Source: an optimization exercise on an open RTL-to-GDS flow (aim: small area, a short achievable clock period and few clock cycles per item). Production flows keep margins and buffers that such runs may drop. Only simulation tests tie the RTL to the original design; equivalence was not proved. Power is estimated from default activity; no workload was simulated.

### flow/design.v
package bpr_pkg;
   localparam int unsigned PAT_BYTES = 16;
endpackage
module byte_pattern_replace_core (
   input  logic        clock,
   input  logic        reset,
   input  logic        req_valid,
   output logic        req_ready,
   input  logic [8:0]  req_data,
   output logic        rsp_valid,
   input  logic        rsp_ready,
   output logic [26:0] rsp_data,
   input  logic        csr_write_en,
   input  logic [2:0]  csr_index,
   input  logic [63:0] csr_write_data
);
   localparam int N = 17;    
   logic [15:0][7:0] pat_q, rpl_q;
   logic [4:0]       len_q;      
   logic [15:0]      lim_q;
   logic [63:0]      wd;
   logic [5:0]       cfg_en;
   assign wd = csr_write_data & {64{~reset}};
   always_comb begin
      for (int k = 0; k < 6; k++)
         cfg_en[k] = reset | (csr_write_en && csr_index == 3'(k));
   end
   always_ff @(posedge clock) begin
      if (cfg_en[0]) pat_q[7:0]  <= wd;
      if (cfg_en[1]) pat_q[15:8] <= wd;
      if (cfg_en[2]) rpl_q[7:0]  <= wd;
      if (cfg_en[3]) rpl_q[15:8] <= wd;
      if (cfg_en[4]) len_q <= (wd[4] && wd[3:0] != 4'd0) ? 5'd16 : wd[4:0];
      if (cfg_en[5]) lim_q <= wd[15:0];
   end
   logic [3:0]  lm1;
   logic        lz, l1, lim0;
   logic [15:0] len_oh;     
   logic [N-1:0] len_lt;    
   always_comb begin
      lm1  = 4'(len_q - 5'd1);
      lim0 = lim_q == 16'd0;
      for (int p = 0; p < N; p++) len_lt[p] = 5'(p) < len_q;
   end
   always_ff @(posedge clock) begin
      lz <= len_q == 5'd0;
      l1 <= len_q == 5'd1;
      for (int j = 0; j < 16; j++) len_oh[j] <= len_q == 5'(j + 1);
   end
   logic        ib_v, ib_rp, ib_e;
   logic        rs1;         
   logic [7:0]  ib_b;
   logic [15:0] eq_q;        
   logic        dlast;       
   logic [N-1:0][7:0] qb;
   logic [N-1:0] qe, qr, qn;
   logic [4:0]  occ;         
   logic        room;        
   logic        has_com;     
   logic [3:0]  fill;        
   logic [4:0]  rix;         
   logic [15:0] dv;          
   logic [15:0] cnt_in;      
   logic        allow_q;     
   logic        full_q;      
   logic        ready_q;
   logic        rp_go;
   logic [4:0]  rp_left;
   logic        x_inc;
   logic        ov, o_rep, o_rend, o_done;
   logic [7:0]  o_byte;
   logic [15:0] cnt_out;
   logic        run_start, prev_done;
   logic [3:0]  rep_idx;
   logic        accept, push, load, rp_read;
   logic [15:0] dn, dv_n;
   logic        eql, hit, do_rep, full, clr, emit;
   logic        dnl, dvl, dlast_n;
   logic [3:0]  fill_new;
   logic        rend0, x_set;
   logic [N-1:0] rend_set;
   logic [7:0]  ib_in;
   logic [15:0] eq_in;
   logic [15:0] cnt_p1;
   logic        allow_cmp, f0_ge, f1_ge;
   assign accept = req_valid && ready_q;
   assign push   = ib_v && !ib_rp && room;
   always_comb begin
      dn[0] = eq_q[0];
      for (int j = 1; j < 16; j++) dn[j] = dv[j-1] && eq_q[j];
      eql     = |(eq_q & len_oh);
      hit     = eql && (dlast || l1);
      do_rep  = hit && allow_q;
      full    = full_q;
      clr     = ib_e || do_rep;
      emit    = clr || lz || full;     
      if (clr || lz)  fill_new = 4'd0;
      else if (full)  fill_new = lm1;
      else            fill_new = fill + 4'd1;
      rend0 = clr || lz || (full && l1);
      rend_set = '0;
      for (int p = 1; p < 16; p++)
         rend_set[p] = len_oh[p] && full && !clr;
      x_set = do_rep && ({1'b0, fill} >= len_q);
      cnt_p1    = cnt_in + 16'd1;
      allow_cmp = lim0 || (cnt_in < lim_q);
      f0_ge     = len_q != 5'd0 && (fill >= lm1);
      f1_ge     = len_q != 5'd0 && ({1'b0, fill} + 5'd1 >= {1'b0, lm1});
      if (csr_write_en)       dv_n = '0;
      else if (push)          dv_n = clr ? 16'd0 : dn;
      else if (ib_v && ib_rp) dv_n = dn;
      else                    dv_n = dv;
      dnl = |(dn[14:0] & len_oh[15:1]);
      dvl = |(dv[14:0] & len_oh[15:1]);
      if (csr_write_en)       dlast_n = 1'b0;
      else if (push)          dlast_n = !clr && dnl;
      else if (ib_v && ib_rp) dlast_n = dnl;
      else                    dlast_n = dvl;
   end
   logic [7:0]  ent_b;
   logic        ent_e, ent_r, ent_n;
   logic [15:0] base, cnt_run;
   logic        gt1;
   always_comb begin
      load  = has_com && (!ov || rsp_ready);
      ent_b = qb[rix];
      ent_e = qe[rix];
      ent_r = qr[rix];
      ent_n = qn[rix];
      base    = prev_done ? 16'd0 : cnt_out;
      gt1     = occ > {1'b0, fill} + 5'd1;
      cnt_run = ((ent_r || x_inc) && base != 16'hFFFF) ? base + 16'd1 : base;
      rp_read = (rp_left != 5'd0) && !csr_write_en;
      ib_in   = rs1 ? ib_b : req_data[8:1];
      for (int j = 0; j < 16; j++) eq_in[j] = ib_in == pat_q[j];
   end
   logic [4:0] occ_n, rix_n;
   logic [4:0] rp_left_n;
   logic       rp_go_n, ib_v_n, room_n;
   always_comb begin
      case ({push, load})
         2'b10:   occ_n = occ + 5'd1;
         2'b01:   occ_n = occ - 5'd1;
         default: occ_n = occ;
      endcase
      if (rp_read) rix_n = rix - 5'd1;
      else case ({push, load})
         2'b10:   rix_n = occ;
         2'b01:   rix_n = occ - 5'd2;
         default: rix_n = occ - 5'd1;
      endcase
      rp_go_n   = csr_write_en && (fill != 4'd0 || ib_v);
      rp_left_n = csr_write_en ? 5'd0 : rp_go ? {1'b0, fill} : rp_read ? rp_left - 5'd1 : rp_left;
      ib_v_n    = accept || rs1 || (ib_v && !ib_rp && !push);
      if (occ < 5'(N - 1))       room_n = 1'b1;
      else if (occ == 5'(N - 1)) room_n = load || !push;
      else                       room_n = load && !push;
   end
   always_ff @(posedge clock) begin
      if (reset) begin
         ib_v      <= 1'b0;
         ib_rp     <= 1'b0;
         rs1       <= 1'b0;
         occ       <= '0;
         room      <= 1'b1;
         has_com   <= 1'b0;
         fill      <= '0;
         rix       <= 5'h1F;
         cnt_in    <= '0;
         allow_q   <= 1'b1;
         full_q    <= 1'b0;
         ready_q   <= 1'b0;
         rp_go     <= 1'b0;
         rp_left   <= '0;
         x_inc     <= 1'b0;
         ov        <= 1'b0;
         cnt_out   <= '0;
         run_start <= 1'b1;
         prev_done <= 1'b0;
         rep_idx   <= '0;
      end else begin
         ib_v    <= ib_v_n;
         if (accept) ib_rp <= 1'b0;
         else if (rs1) ib_rp <= 1'b1;
         rs1     <= rp_read;
         occ     <= occ_n;
         room    <= room_n;
         has_com <= (push && emit) || (load ? gt1 : has_com);
         rix     <= rix_n;
         rp_go   <= rp_go_n;
         rp_left <= rp_left_n;
         ready_q <= (csr_write_en ? (fill == 4'd0 && !ib_v) : rp_go ? (fill == 4'd0) : (rp_left == 5'd0))
                    && (!ib_v_n || room_n);
         if (push) begin
            fill   <= fill_new;
            cnt_in <= ib_e ? 16'd0 : (do_rep && cnt_in != 16'hFFFF) ? cnt_p1 : cnt_in;
            allow_q <= ib_e || (do_rep ? (lim0 || cnt_p1 != lim_q) : allow_cmp);
            full_q  <= (clr || lz) ? l1 : (full ? !lz : f1_ge);
         end else begin
            allow_q <= allow_cmp;
            full_q  <= f0_ge;
         end
         if (push && x_set) x_inc <= 1'b1;
         else if (load && run_start) x_inc <= 1'b0;
         ov <= load || (ov && !rsp_ready);
         if (load) begin
            run_start <= ent_n;
            prev_done <= ent_n && ent_e;
            if (run_start) cnt_out <= cnt_run;
            if (ent_r) rep_idx <= (rep_idx == lm1) ? 4'd0 : rep_idx + 4'd1;
         end
      end
   end
   always_ff @(posedge clock) begin
      if (accept) begin
         ib_b <= req_data[8:1];
         ib_e <= req_data[0];
      end else if (rp_read) begin
         ib_b <= ent_b;
         ib_e <= 1'b0;
      end
      if (accept || rs1) eq_q <= eq_in;
      dv    <= dv_n;
      dlast <= dlast_n;
      if (push) begin
         qb[0] <= ib_b;
         qe[0] <= ib_e;
         qr[0] <= do_rep;
         qn[0] <= rend0;
         for (int p = 1; p < N; p++) begin
            qb[p] <= qb[p-1];
            qe[p] <= qe[p-1];
            qr[p] <= qr[p-1] || (do_rep && len_lt[p]);
            qn[p] <= qn[p-1] || rend_set[p];
         end
      end
      if (load) begin
         o_byte <= ent_r ? rpl_q[rep_idx] : ent_b;
         o_rep  <= ent_r;
         o_rend <= ent_n;
         o_done <= ent_n && ent_e;
      end
   end
   assign req_ready = ready_q;
   assign rsp_valid = ov;
   assign rsp_data  = {o_byte, o_rep, o_rend, o_done, cnt_out};
endmodule
### flow/flow/run.sh
#!/bin/bash
# The standard layout, with the port buffers made from buf_4 cells instead of the
# resizer's default choice.  standard.sh's output goes to standard.log.
set -e
export BUFFER_PORTS_ARGS="-buffer_cell sky130_fd_sc_hd__buf_4"
bash standard.sh > standard.log 2>&1
### flow/standard.sh
#!/bin/bash
# synth_recipe.tcl (not shown) runs the flow's synth.tcl, then flattens the netlist and writes it again
# the make line also repeats each setting of config.mk as NAME=value (left out here)
make -C /OpenROAD-flow-scripts/flow DESIGN_CONFIG=/design/flow/config.mk WORK_HOME=/design/flow/orfs CLKGATE_MAP_FILE= SYNTH_SCRIPT=/design/flow/synth_recipe.tcl "${@:-finish}"
### flow/config.mk
export PLATFORM = sky130hd
export DESIGN_NAME = byte_pattern_replace_core
export DESIGN_NICKNAME = byte_pattern_replace_core
export VERILOG_FILES = /design/flow/design.v
export SDC_FILE = /design/flow/constraint.sdc
export NUM_CORES = 4
export LEC_CHECK = 0
export CAP_MARGIN = 20
export CORE_MARGIN = 2
export CORE_UTILIZATION = 55
export CTS_BUF_LIST = sky130_fd_sc_hd__clkbuf_8 sky130_fd_sc_hd__clkbuf_16
export CTS_CLUSTER_DIAMETER = 70
export CTS_CLUSTER_SIZE = 28
export SETUP_SLACK_MARGIN = 4.0
export SLEW_MARGIN = 20
export TNS_END_PERCENT = 20
### flow/constraint.sdc
create_clock -name core_clock -period 6.5 [get_ports {clock}]
set_input_delay 1.3000 -clock core_clock [delete_from_list [all_inputs] [get_ports {clock}]]
set_output_delay 1.3000 -clock core_clock [all_outputs]
set_load 0.01 [all_outputs]
==> metrics.md, run 1 <==
| Metric | Value |
|---|---|
| Buffers plus inverters on the worst setup path | `4` |
| I/O pins | `110` |
| Syn Inst Count | `approximately 1900` |
| Htree depth | `2` |
| Die Span X | `between 200 and 250 µm` |
| Core Region | `between 0.04 and 0.05 mm²` |
| Crit end category | `flip-flop` |
| Critical path's most frequent cell | `buf_4` |
| Hold-critical path depth | `0` |
| CP cell instances | `buf_6 > clkinvlp_4 > buf_4 > buf_4 > nand2_8` |
| CTS Sinks | `about 600` |
| Worst EP required | `~6.7 ns` |
| Critical path peak fanout | `64` |
| Sequential-to-total area share from yosys stat | `approximately 64%` |
| Top-count cell post-synth | `edfxtp_1` |
| Post-Route WL | `63600 µm` |
| Worst setup SP type | `input pin` |
| Main area contributors after synthesis | `edfxtp_1 57%, dfxtp_1 7.6%, mux4_2 7.2%, xor2_1 4.7%, ha_1 2.5%` |
| Largest net degree at the start of global routing | `between 70 and 80` |
| Synth cell types | `72` |
| Mean Syn Cell Area | `14.2 µm²` |
| Unrepaired setup endpoints after global routing | `yes` |
| YS warnings | `1` |
| Worst VDD drop | `around 0.25 mV` |
| IO buf count | `~110` |
| Clk buf depth | `3` |
| Worst Reg-to-Reg Cells | `5` |
| Post-route clock skew | `approximately 0.023 ns` |
| Worst rel slew slack | `a little over a third` |
| EDFF count, synth | `500` |
| WP depth | `5` |
| Reg clk slew, reported paths | `between 0.1 and 0.15 ns` |
| Fin nets | `around 2100` |
| Root Buffer | `clkbuf_16` |
| Via/cell ratio | `slightly above 6` |
| Number of diodes | `0` |
| DRT Pass-1 Iters | `5` |
| Status | `finished clean` |
| Ys async rst share | `0%` |
| Final setup fails | `0` |
| Num CTS Buffers | `37` |
| Post-detail-place hpwl | `roughly 42000 µm` |
| Share of post-route cells with drive strength above 1 | `between 10% and 20%` |
| Mapped Area | `between 0.02 and 0.03 mm²` |
| Net Count, Synth | `1996` |
| Top delay family on crit path | `buffers and inverters` |
| GR Overflow Total | `0` |
| Yosys top cell area share | `a little under three fifths` |
| Max Cap Violations | `0` |
| Post-layout util | `about 63%` |
| Cells after DPL | `2514` |
| CP Class | `input pin to flip-flop` |
| Die ar. | `about 0.05 mm²` |
| Synth cell count leaders | `500 x edfxtp_1, 141 x xor2_1, 119 x nor2_1, 107 x nand2_1, 101 x dfxtp_1` |
| Die Y-Extent | `223 µm` |
| Drt wl/cell | `between 20 and 25 µm` |
| GRT Resource Usage Total | `around a quarter` |
| Post-DRT Antenna Nets | `0` |
| RePlAce Congestion | `0.875` |
| Slew Limit Fails | `0` |
| Iter 0 DRT Violations | `approximately 1600` |
| Final Hold Viols | `0` |
| First-pass GRT wire length | `95300 µm` |
| CP max stage delay | `0.41 ns` |
| Area growth syn-to-layout | `12.7%` |
| Main synth FF type | `edfxtp_1` |
| CP Data Arrival Time | `roughly 2.8 ns` |
| FF+latch count, synth | `601` |
| HP Class | `flip-flop to flip-flop` |
| Initial antenna violation count | `0` |
| # DRC | `0` |
| PwrDens | `between 200 and 300 mW/mm²` |
| Total negative slack | `0 ns` |
| Largest area contributor in the netlist | `edfxtp_1` |
| Vias in the first global route | `around 15000` |
| Pleak | `~0.010 µW` |
| Std-Cell Rows | `80` |
| Via count | `15764` |
| Fin cells | `2614` |
| CP max-delay cell | `nand2_8` |
| Fin crit share | `39.1%` |
| Fmax | `just under 400 MHz` |
| Initial Utilization | `between 50% and 60%` |
| Actual slew at the worst max-slew pin | `roughly 0.95 ns` |
| Clock period minus worst slack | `2.54 ns` |
| Worst skew pair latency | `0.59 ns` |
| CTS tree | `yes` |
## final timing paths
path,endpoint,slack (ns),start
max,pat_q[35],3.96,reset
min,qb[25],0.44,qb[17]
max reg2reg,prev_done,4.05,rix[3]
min reg2reg,qb[25],0.44,qb[17]
## metrics by stage
| step | area [µm²] | total power (µW) | setup slack [ns] | hold WS (ns) |
|---|---|---|---|---|
| 2_1_floorplan | 26600 | 5120 | 3.34 | 0.414 |
| 3_3_place_gp | 27900 | 5400 | 2.65 | 0.425 |
| 3_5_place_dp | 27900 | 5410 | 2.62 | 0.428 |
| 4_1_cts | 29500 | 8060 | 3.74 | 0.442 |
| 5_1_grt | 29800 | 8300 | 3.90 | 0.447 |
| 6_report | 29800 | 8020 | 3.96 | 0.440 |
## layout by cell type (no fill, tap or decap), types with 6 or more instances in the layout
cell / instances
nand2_1: 103
clkinv_8: 7
a21o_1: 22
o21bai_1: 8
mux2i_2: 8
nor2b_1: 84
buf_4: 150
ha_1: 50
o22a_1: 8
dfxtp_2: 9
and3_1: 11
nor4_1: 11
nor3_1: 21
mux4_2: 84
xnor2_1: 32
nand4_1: 55
xor2_1: 141
dfxtp_1: 90
or3_1: 11
a211oi_1: 12
nand2b_1: 11
nand3_1: 36
a31oi_1: 10
buf_12: 7
inv_1: 38
clkbuf_16: 37
nor2_1: 116
mux2i_1: 23
edfxtp_1: 500
nand3b_1: 6
o21ai_0: 47
nor3b_1: 8
o21a_1: 9
a21oi_1: 83
## registers in the layout, summed over array words and instances (netlist names), 17 cells and up
register  count
qb          136
pat_q       128
rpl_q       128
qe           17
qn           17
qr           17
## area by class of cell
cell class	instances	area [µm²]
multi-input combinational	1126	9100
inverter	43	194
tap	615	769
clock buffer	37	926
sequential	601	17100
timing repair buffer	166	1390
fill	3594	17700
clock inverter	26	359
## where the power goes
part / leakage, µW / internal (µW) / total, µW / switching [µW]
Combinational: 0.00425 / 360 / 835 / 476
Clock: 0.000605 / 1210 / 2630 / 1420
Sequential: 0.00557 / 4420 / 4560 / 137
Total: 0.0104 / 5990 / 8020 / 2040
## metal layers
layer	up-vias	GRT usage [%]	part of all wire, %	wire length, µm
met5	-	0	0	0
met4	0	6.88	2.3	1460
met3	66	2.67	4.5	2880
met2	458	41.5	48	30700
met1	8003	37.4	45	28600
li1	7237	-	-	-
## cells by family after synthesis
group           synth area share (%)
mux                             8.37
simple gates                    10.4
xor+xnor                        5.76
flops                           64.4
compound gates                  6.23
buf+inv                         2.32
fa+ha+maj                       2.46
## repair_timing
item	CTS	global route
endpoints found under the hold margin	0	0
buffers inserted	18	18
cloned	1	0
hold buffers	0	0
setup endpoints to repair	701	372
gates resized for setup	24	44
pin swaps	3	9
Testbench counts, summed over its fixed seeds: cycles 23,020, bytes 22,436.
==> run 2, diff against run 1 <==
--- a/flow/config.mk
+++ b/flow/config.mk
@@ -9,8 +9,8 @@
 export CORE_MARGIN = 2
 export CORE_UTILIZATION = 55
 export CTS_BUF_LIST = sky130_fd_sc_hd__clkbuf_8 sky130_fd_sc_hd__clkbuf_16
-export CTS_CLUSTER_DIAMETER = 70
-export CTS_CLUSTER_SIZE = 28
+export CTS_CLUSTER_DIAMETER = 60
+export CTS_CLUSTER_SIZE = 20
 export SETUP_SLACK_MARGIN = 4.0
 export SLEW_MARGIN = 20
 export TNS_END_PERCENT = 20
==> run 2 against run 1 <==
Effect of this change:
- still clean
- core utilization increased by 0.48 points
- via count about the same
- setup slack improved by 0.012 ns
- register-to-register slack got worse by 0.05 ns
- hold slack improved by 0.0027 ns
- fmax increased by 0.46%
- sequential power about the same
- critical endpoint is now pat_q[101]
- largest cell class unchanged
- largest power group unchanged
==> metrics.md, run 2 <==
| Metric | Value |
|---|---|
| Fin cells | `roughly 2600` |
| GRT Resource Usage Total | `around a quarter` |
| Initial Utilization | `between 50% and 60%` |
| Cts hold-fix bufs | `0` |
| Mean Syn Cell Area | `~14 µm²` |
| Drt wl/cell | `~24 µm` |
| Post-DRT Antenna Nets | `0` |
| Via/cell ratio | `between 6 and 7` |
| Core Region | `~0.048 mm²` |
| Syn Inst Count | `~1900` |
| Slew Limit Fails | `0` |
| Final setup fails | `0` |
| Top-count cell post-synth | `edfxtp_1` |
| First-pass GRT wire length | `about 96000 µm` |
| PwrDens | `278 mW/mm²` |
| Mapped Area | `around 0.026 mm²` |
| Ys async rst share | `0%` |
| Fin crit share | `around 39%` |
| Root Buffer | `clkbuf_16` |
| Reg clk slew, reported paths | `0.08 ns` |
| Max reg flops | `136` |
| Worst skew pair latency | `~0.61 ns` |
| Total negative slack | `0 ns` |
| Worst VDD drop | `approximately 0.24 mV` |
| HP Start | `qb[113]` |
| Post-route clock skew | `~0.023 ns` |
| Main synth FF type | `edfxtp_1` |
| Fin nets | `2110` |
| I/O pins | `110` |
| Post-Route WL | `around 64000 µm` |
| Final Hold Viols | `0` |
| Die Span X | `about 220 µm` |
| Worst rel slew slack | `a little under two fifths` |
| CTS Sinks | `~600` |
| Main area contributors after synthesis | `edfxtp_1 57%, dfxtp_1 7.6%, mux4_2 7.2%, xor2_1 4.7%, ha_1 2.5%` |
| DRT Pass-1 Iters | `5` |
| Crit end category | `flip-flop` |
| Max Cap Violations | `0` |
| Hold WS | `roughly 0.44 ns` |
| Die Y-Extent | `between 200 and 250 µm` |
| Number of diodes | `0` |
| Crit path from | `reset` |
| CP Class | `input pin to flip-flop` |
| IO buf count | `approximately 110` |
| Share of post-route cells with drive strength above 1 | `between 10% and 20%` |
| Num CTS Buffers | `45` |
| Std-Cell Rows | `80` |
| Post-route cell area | `approximately 0.030 mm²` |
| Status | `finished clean` |
| Area growth syn-to-layout | `13.6%` |
| Most frequent cells in the layout | `500 x edfxtp_1, 144 x buf_4, 141 x xor2_1, 116 x nor2_1, 104 x nand2_1` |
| # DRC | `0` |
| GR Overflow Total | `0` |
| Fmax | `395 MHz` |
| CP Data Arrival Time | `2.75 ns` |
| Yosys top cell area share | `between 50% and 60%` |
| Most common cell after layout, fill and taps aside | `edfxtp_1` |
| Cells after DPL | `2514` |
| RePlAce Congestion | `~0.88` |
| Htree depth | `2` |
| Largest net degree at the start of global routing | `74` |
| Synth cell count leaders | `500 x edfxtp_1, 141 x xor2_1, 119 x nor2_1, 107 x nand2_1, 101 x dfxtp_1` |
| Iter 0 DRT Violations | `roughly 1400` |
| Die ar. | `approximately 0.050 mm²` |
| Worst setup SP type | `input pin` |
| Critical path peak fanout | `between 60 and 70` |
| Largest Register | `qb` |
| Largest registers | `qb (136), pat_q (128), rpl_q (128)` |
| FF-to-FF Start | `rix[1]` |
| Via count | `approximately 16000` |
| Synth cell types | `72` |
| Area after DPL | `roughly 0.028 mm²` |
| Post-detail-place hpwl | `41600 µm` |
| Net Count, Synth | `~2000` |
| Pleak | `0.0106 µW` |
| Clock period minus worst slack | `2.53 ns` |
| FF+latch count, synth | `between 600 and 700` |
| YS warnings | `1` |
| Initial antenna violation count | `0` |
| EDFF count, synth | `500` |
| CTS tree | `yes` |
| Worst EP required | `~6.7 ns` |
| Clk buf depth | `3` |
| Actual slew at the worst max-slew pin | `about 0.94 ns` |
| Unrepaired setup endpoints after global routing | `yes` |
| HP Class | `flip-flop to flip-flop` |
| Largest area contributor in the netlist | `edfxtp_1` |
| Sequential-to-total area share from yosys stat | `between 60% and 70%` |
| Vias in the first global route | `15275` |
run 2: cell counts after synthesis:
Identical to the previous run, type by type.
run 2: layer usage:
metal	global-route usage [%]	up-vias	share of wire, %
met5	0	-	0
met4	7.21	0	2.4
met3	3.02	80	4.7
met2	41.3	458	48
met1	37.4	7984	45
li1	-	7254	-
run 2: path summary, 6_finish.rpt:
check	slack (ns)	to	cells after the start
setup / recovery	3.97	pat_q[101]	5
hold / removal	0.44	qb[121]	0
setup reg to reg	4.00	cnt_out[13]	9
hold reg to reg	0.44	qb[121]	0
run 2: cell families after synthesis:
family	count (synthesis)	synth area share [%]
xor gates and xnor gates	174	5.76
DFF	601	64.4
and+or+nand+nor	524	10.4
buffers and inverters	137	2.32
adders and majority gates	52	2.46
muxes	116	8.37
AOI/OAI and AO/OA	259	6.23
run 2: cell type report:
class	count	area [µm²]
Timing Repair Buffer	160	1340
Clock buffer	51	1230
Fill cell	3560	17500
Tap cell	615	769
Multi-Input combinational cell	1126	9090
Inverter	43	194
Clock inverter	33	342
Sequential cell	601	17100
run 2: repair_timing:
item | in CTS | in global routing
setup buffers | 18 | 12
cloned | 1 | 0
gates resized for setup | 28 | 37
pin swaps | 4 | 7
setup endpoints to repair | 702 | 360
run 2: critical path, cell delays in order:
cell        delay, ns
buf_6            0.36
clkinvlp_4       0.19
buf_4            0.21
buf_4            0.18
nand2_8          0.39
run 2: power by group:
part	total [µW]	internal [µW]	switching, µW	leakage [µW]
Combinational	820	348	471	0.00420
Sequential	4560	4420	139	0.00557
Clock	2970	1500	1470	0.000793
Total	8350	6270	2080	0.0106
run 2: metrics by stage:
step	setup WS (ns)	utilization, %	power, µW
finish	3.97	63.1	8350
global route	3.90	63.1	8630
CTS	3.74	62.6	8400
detailed placement	2.62	58.6	5410
global placement	2.65	58.6	5400
floorplan	3.34	-	5120
==> run 3, diff against run 2 <==
--- a/flow/config.mk
+++ b/flow/config.mk
@@ -11,6 +11,6 @@
 export CTS_BUF_LIST = sky130_fd_sc_hd__clkbuf_8 sky130_fd_sc_hd__clkbuf_16
 export CTS_CLUSTER_DIAMETER = 60
 export CTS_CLUSTER_SIZE = 20
-export SETUP_SLACK_MARGIN = 4.0
+export SETUP_SLACK_MARGIN = 4.2
 export SLEW_MARGIN = 20
 export TNS_END_PERCENT = 20
==> run 3 against run 2 <==
Effect of this change:
- cell area is 2.9% higher
- die area is the same
- total power shrank 1.9%
- synthesized cell count unchanged
- first-iteration DRC count grew 10%
- register-to-register slack better by 0.17 ns
- count of clock-buffer cells in the layout decreased by 4
- area after synthesis unchanged
- hold slack better by 0.0064 ns
- critical path type is now flip-flop to primary output
- critical endpoint is now rsp_data[18]
- largest power group unchanged
- highest routed layer unchanged
==> metrics.md, run 3 <==
| Metric | Value |
|---|---|
| Clk buf depth | `3` |
| Drt wl/cell | `about 24 µm` |
| FF+latch count, synth | `between 600 and 700` |
| Top delay family on crit path | `flip-flops` |
| Crit path from | `o_rep` |
| Mean Syn Cell Area | `14.2 µm²` |
| Htree depth | `2` |
| Max reg flops | `about 140` |
| Cells after DPL | `~2500` |
| GRT Resource Usage Total | `between 20% and 30%` |
| FF-to-FF Start | `rix[1]` |
| Max Cap Violations | `0` |
| # DRC | `0` |
| Worst skew pair latency | `about 0.60 ns` |
| Die Span X | `223 µm` |
| Slew Limit Fails | `0` |
| Clock period minus worst slack | `2.53 ns` |
| HP Class | `flip-flop to flip-flop` |
| Via count | `roughly 16000` |
| Yosys top cell area share | `56.8%` |
| Iter 0 DRT Violations | `between 1500 and 2000` |
| Main synth FF type | `edfxtp_1` |
| Post-detail-place hpwl | `around 41000 µm` |
| Critical path peak fanout | `1` |
| Cts hold-fix bufs | `0` |
| Sequential-to-total area share from yosys stat | `between 60% and 70%` |
| DRT Pass-1 Iters | `6` |
| Unrepaired setup endpoints after global routing | `yes` |
| Num CTS Buffers | `between 40 and 50` |
| IO buf count | `around 110` |
| Mapped Area | `~0.026 mm²` |
| Top-count cell post-synth | `edfxtp_1` |
| Worst EP required | `approximately 5.2 ns` |
| Core Region | `between 0.04 and 0.05 mm²` |
| Vias in the first global route | `approximately 15000` |
| Most common cell after layout, fill and taps aside | `edfxtp_1` |
| Area growth syn-to-layout | `16.9%` |
| EDFF count, synth | `500` |
| CTS Sinks | `~600` |
| Synth cell count leaders | `500 x edfxtp_1, 141 x xor2_1, 119 x nor2_1, 107 x nand2_1, 101 x dfxtp_1` |
| CP Data Arrival Time | `about 1.2 ns` |
| CTS tree | `yes` |
| Buffers plus inverters on the worst setup path | `1` |
| CP Class | `flip-flop to primary output` |
| PwrDens | `~260 mW/mm²` |
| Actual slew at the worst max-slew pin | `around 0.98 ns` |
| Largest Register | `qb` |
| Worst setup SP type | `flip-flop` |
| Fin crit share | `38.8%` |
| Die Y-Extent | `between 200 and 250 µm` |
| I/O pins | `110` |
| CP cell instances | `buf_6` |
| Fmax | `between 300 and 400 MHz` |
| Die ar. | `about 0.050 mm²` |
| Syn Inst Count | `approximately 1900` |
| Std-Cell Rows | `80` |
| Worst VDD drop | `around 0.23 mV` |
| Largest area contributor in the netlist | `edfxtp_1` |
| Crit end category | `primary output` |
| Via/cell ratio | `approximately 6` |
| Status | `finished clean` |
| Net Count, Synth | `~2000` |
| CP max-delay cell | `edfxtp_1` |
| Number of diodes | `0` |
| Largest registers | `qb (136), pat_q (128), rpl_q (128)` |
| Ys async rst share | `0%` |
| Fin cells | `about 2700` |
| Worst rel slew slack | `between 30% and 40%` |
| HP Start | `qb[55]` |
| CP max stage delay | `around 0.46 ns` |
| Root Buffer | `clkbuf_16` |
| Post-DRT Antenna Nets | `0` |
| Post-route clock skew | `0.0257 ns` |
| GR Overflow Total | `0` |
| Final Hold Viols | `0` |
| Reg clk slew, reported paths | `0.08 ns` |
| Share of post-route cells with drive strength above 1 | `between 20% and 30%` |
| Initial antenna violation count | `0` |
| Final setup fails | `0` |
| Total negative slack | `0 ns` |
| Most frequent cells in the layout | `500 x edfxtp_1, 179 x buf_4, 141 x xor2_1, 115 x nor2_1, 101 x nand2_1` |
| Main area contributors after synthesis | `edfxtp_1 57%, dfxtp_1 7.6%, mux4_2 7.2%, xor2_1 4.7%, ha_1 2.5%` |
| Post-Route WL | `approximately 65000 µm` |
| Synth cell types | `just over 70` |
| Fin nets | `2181` |
| RePlAce Congestion | `0.873` |
| YS warnings | `1` |
| Pleak | `0.0110 µW` |
| Largest net degree at the start of global routing | `76` |
| Initial Utilization | `55.6%` |
| First-pass GRT wire length | `96200 µm` |
## run 3: kinds of logic (layout without fill, tap and decap cells)
group,count (synthesis),count (layout),share of synthesized area (%)
adders and majority gates,52,52,2.46
AOI/OAI and AO/OA,259,261,6.23
muxes,116,116,8.37
and+or+nand+nor,524,524,10.4
buffers and inverters,137,351,2.32
DFF,601,601,64.4
xor gates and xnor gates,174,174,5.76
## run 3: path summary, 6_finish.rpt
check	end	slack [ns]	cells past startpoint
hold / removal	qb[63]	0.45	0
setup reg to reg	cnt_out[14]	4.17	8
hold reg to reg	qb[63]	0.45	0
setup / recovery	rsp_data[18]	3.97	1
## run 3: where the power goes
part / switching, µW / total, µW / internal [µW]
registers: 136 / 4550 / 4420
clock network: 1370 / 2740 / 1370
logic: 498 / 891 / 393
total: 2010 / 8180 / 6170
## run 3: what timing repair did
item	CTS	global route
pin swaps	10	28
setup endpoints to repair	676	405
endpoints found under the hold margin	0	0
gates resized for setup	58	121
setup buffers	31	68
gates cloned	2	3
## run 3: metal layers
| metal | up-vias | wire length (µm) | GRT usage, % |
|---|---|---|---|
| li1 | 7383 | - | - |
| met1 | 8229 | 28500 | 36.5 |
| met2 | 514 | 31900 | 42.4 |
| met3 | 99 | 3200 | 3.42 |
| met4 | 0 | 1860 | 7.90 |
| met5 | - | 0 | 0 |
## run 3: through the flow
step	worst slack (ns)	util, %	instance area, µm²	power, µW	hold slack (ns)
floorplan	3.34	-	26600	5120	0.414
global route	3.95	65.0	30900	8470	0.448
CTS	3.93	62.8	29800	8190	0.438
finish	3.97	65.0	30900	8180	0.449
global placement	2.90	58.6	27900	5390	0.424
detailed placement	2.88	58.6	27900	5410	0.429
## run 3: layout make-up
type                       count  area, µm²
clock inverter                29        228
timing repair inverter         1       16.3
inverter                      43        194
sequential                   601      17100
fill                        3443      16600
timing repair buffer         231       2090
clock buffer                  47       1160
multi-input combinational   1127       9330
tap                          615        769
==> run 4, diff against run 3 <==
--- a/flow/config.mk
+++ b/flow/config.mk
@@ -11,6 +11,6 @@
 export CTS_BUF_LIST = sky130_fd_sc_hd__clkbuf_8 sky130_fd_sc_hd__clkbuf_16
 export CTS_CLUSTER_DIAMETER = 60
 export CTS_CLUSTER_SIZE = 20
-export SETUP_SLACK_MARGIN = 4.2
+export SETUP_SLACK_MARGIN = 3.8
 export SLEW_MARGIN = 20
 export TNS_END_PERCENT = 20
==> run 4 against run 3 <==
Effect of this change:
- largest cell class unchanged
- sequential share of layout area rose by 2.1 points
- setup slack got worse by 0.17 ns
- flip-flop and latch count unchanged
- via count decreased by 4.0%
- still clean
- total power is essentially flat
- count of clock-buffer cells in the layout stayed put
- critical endpoint is now eq_q[9]
- area after synthesis unchanged
- die area unchanged
- sequential power hardly changed
- register-to-register slack got worse by 0.37 ns
- synthesized cell count unchanged
==> metrics.md, run 4 <==
| Metric | Value |
|---|---|
| Status | `finished clean` |
| Syn Inst Count | `between 1500 and 2000` |
| Via count | `between 15000 and 20000` |
| Top delay family on crit path | `flip-flops` |
| Final setup fails | `0` |
| Slew Limit Fails | `0` |
| CP Class | `flip-flop to flip-flop` |
| CP max stage delay | `1.00 ns` |
| CP max-delay cell | `dfxtp_1` |
| Final Hold Viols | `0` |
| Fillers | `between 3000 and 4000` |
| Post-route clock skew | `about 0.025 ns` |
| Largest area contributor in the netlist | `edfxtp_1` |
| Hold WS | `around 0.44 ns` |
| PwrDens | `around 280 mW/mm²` |
| Initial antenna violation count | `1` |
| Unrepaired setup endpoints after global routing | `yes` |
| # DRC | `0` |
| Sequential-to-total area share from yosys stat | `64.4%` |
| Fmax | `between 300 and 400 MHz` |
| RePlAce Congestion | `roughly 0.87` |
| Most common cell after layout, fill and taps aside | `edfxtp_1` |
| Main area contributors after synthesis | `edfxtp_1 57%, dfxtp_1 7.6%, mux4_2 7.2%, xor2_1 4.7%, ha_1 2.5%` |
| Crit end category | `flip-flop` |
| Mapped Area | `between 0.02 and 0.03 mm²` |
| Die Y-Extent | `approximately 220 µm` |
| Worst VDD drop | `roughly 0.21 mV` |
| Largest Register | `qb` |
| Drt wl/cell | `between 20 and 25 µm` |
| Area growth syn-to-layout | `12.2%` |
| Largest registers | `qb (136), pat_q (128), rpl_q (128)` |
| FF+latch count, synth | `approximately 600` |
| Mean Syn Cell Area | `roughly 14 µm²` |
| Die ar. | `around 0.05 mm²` |
| Top-count cell post-synth | `edfxtp_1` |
| YS warnings | `1` |
| GR Overflow Total | `0` |
| Post-DRT Antenna Nets | `0` |
| Actual slew at the worst max-slew pin | `just over 1 ns` |
| Post-detail-place hpwl | `slightly above 40000 µm` |
| Root Buffer | `clkbuf_16` |
| Main synth FF type | `edfxtp_1` |
| Number of diodes | `0` |
| Fin nets | `roughly 2100` |
| HP Class | `flip-flop to flip-flop` |
| Area after DPL | `0.0279 mm²` |
| Buffers plus inverters on the worst setup path | `1` |
| Total negative slack | `0 ns` |
| Clock period minus worst slack | `roughly 2.7 ns` |
| Via/cell ratio | `5.97` |
| CTS Sinks | `601` |
| Worst setup SP type | `flip-flop` |
| EDFF count, synth | `500` |
| Max Cap Violations | `0` |
| Most frequent cells in the layout | `500 x edfxtp_1, 141 x xor2_1, 139 x buf_4, 117 x nor2_1, 104 x nand2_1` |
| Yosys top cell area share | `56.8%` |
| Post-route cell area | `just under 0.03 mm²` |
| Vias in the first global route | `about 16000` |
| Ys async rst share | `0%` |
| CP Data Arrival Time | `roughly 3.0 ns` |
| Reg clk slew, reported paths | `around 0.080 ns` |
| Net Count, Synth | `around 2000` |
| Max reg flops | `136` |
| Post-Route WL | `a little over 60000 µm` |
| Worst skew pair latency | `about 0.6 ns` |
| Synth cell count leaders | `500 x edfxtp_1, 141 x xor2_1, 119 x nor2_1, 107 x nand2_1, 101 x dfxtp_1` |
| Iter 0 DRT Violations | `around 1300` |
| IO buf count | `roughly 110` |
| GRT Resource Usage Total | `25.4%` |
| Htree depth | `2` |
| Largest net degree at the start of global routing | `around 150` |
| First-pass GRT wire length | `94800 µm` |
| Clk buf depth | `3` |
| Pleak | `about 0.010 µW` |
| Synth cell types | `a little over 70` |
| Core Region | `approximately 0.048 mm²` |
| CP cell instances | `mux2i_2 > buf_4 > xor2_1 > nand4_1 > nor2_1` |
| Critical path peak fanout | `16` |
| Num CTS Buffers | `44` |
| Std-Cell Rows | `80` |
| I/O pins | `110` |
| Die Span X | `223 µm` |
| Share of post-route cells with drive strength above 1 | `between 10% and 20%` |
| CTS tree | `yes` |
| Worst rel slew slack | `32.0%` |
| Initial Utilization | `55.6%` |
| Fin crit share | `41.5%` |
| DRT Pass-1 Iters | `6` |
| Worst EP required | `6.83 ns` |
run 4: path summary, 6_finish.rpt:
| kind | startpoint | to | depth (start not counted) | slack (ns) |
|---|---|---|---|---|
| worst min register to register | rp_left[4] | rp_left[4] | 2 | 0.44 |
| worst max-delay path | rs1 | eq_q[9] | 5 | 3.80 |
| worst min-delay path | rp_left[4] | rp_left[4] | 2 | 0.44 |
| worst max register to register | rs1 | eq_q[9] | 5 | 3.80 |
run 4: cell families (layout without fill, tap and decap cells):
family | Yosys count | count (layout) | synth area share, %
buffers and inverters | 137 | 268 | 2.32
muxes | 116 | 116 | 8.37
and+or+nand+nor | 524 | 524 | 10.4
adders and majority gates | 52 | 52 | 2.46
DFF | 601 | 601 | 64.4
xor gates and xnor gates | 174 | 174 | 5.76
AOI/OAI and AO/OA | 259 | 259 | 6.23
run 4: through the flow:
stage,util [%],total power [µW],setup slack [ns],std cells
floorplan,-,5120,3.34,1863
global placement,58.6,5390,2.73,2514
detailed placement,58.6,5410,2.65,2514
CTS,62.1,8240,3.71,2598
global route,62.4,8470,3.61,2609
finish,62.4,8180,3.80,2609
run 4: what timing repair did:
| action | in CTS | in global routing |
|---|---|---|
| gates resized for setup | 12 | 10 |
| setup endpoints to repair | 505 | 223 |
| hold buffers | 0 | 0 |
| setup buffers | 6 | 11 |
| pin swaps | 1 | 2 |
run 4: metal layers:
layer	global-route usage [%]	share of wire, %
met2	41.9	49
met5	0	0
met1	35.3	44
met3	2.94	4.6
met4	8.96	3.1
run 4: layout make-up:
cell class,instances,area [µm²],area share (%)
inverter,43,194,0.654
sequential,601,17000,57.5
multi-input combinational,1125,8990,30.3
tap,615,769,2.59
timing repair buffer,147,1180,3.97
clock buffer,47,1160,3.93
clock inverter,31,314,1.06
run 4: tightest hold or removal path: stages, from the launching register on:
cell and delay (ns):
dfxtp_1 0.31, inv_1 0.04, a2111oi_0 0.04
run 4: power by group:
group	internal, µW	total, µW	switching (µW)
logic	332	786	454
registers	4420	4560	135
clock network	1430	2840	1420

## afterwards: timing with drivers on the ports
No port has a modelled driver above. Below, the same layouts with a new extraction and two added sets of constraints. Step 1 sets driving cells, clkbuf_16 on the clock port and buf_2 on the other inputs (assumed; they add their load-dependent delay and slew). Step 2, shift: input delay + t, output delay - t, t = (earliest + latest rising clock arrival at the registers) / 2. This alone moves slack from input paths to output paths. Slacks: no drivers / after step 1 / after step 2; pairs: no drivers / after step 1.
run | shift t [ns] | slack for setup (ns) | worst setup path at the end | latest minus earliest clock arrival (ns) | worst slew at a driven data input, ns
run 1 | 0.636 | 3.959 / 3.928 / 3.342 | input to register | 0.026 / 0.026 | 0.05
run 2 | 0.655 | 3.970 / 3.913 / 3.335 | input to register | 0.026 / 0.026 | 0.05
run 3 | 0.650 | 3.975 / 3.914 / 3.572 | input to register | 0.026 / 0.026 | 0.05
run 4 | 0.645 | 3.802 / 3.802 / 3.195 | input to register | 0.025 / 0.026 | 0.06
After both steps every run listed still meets setup and hold. The setup slack of run 2, which loses most, moves by -0.057 ns with the drivers and by -0.635 ns with both steps.
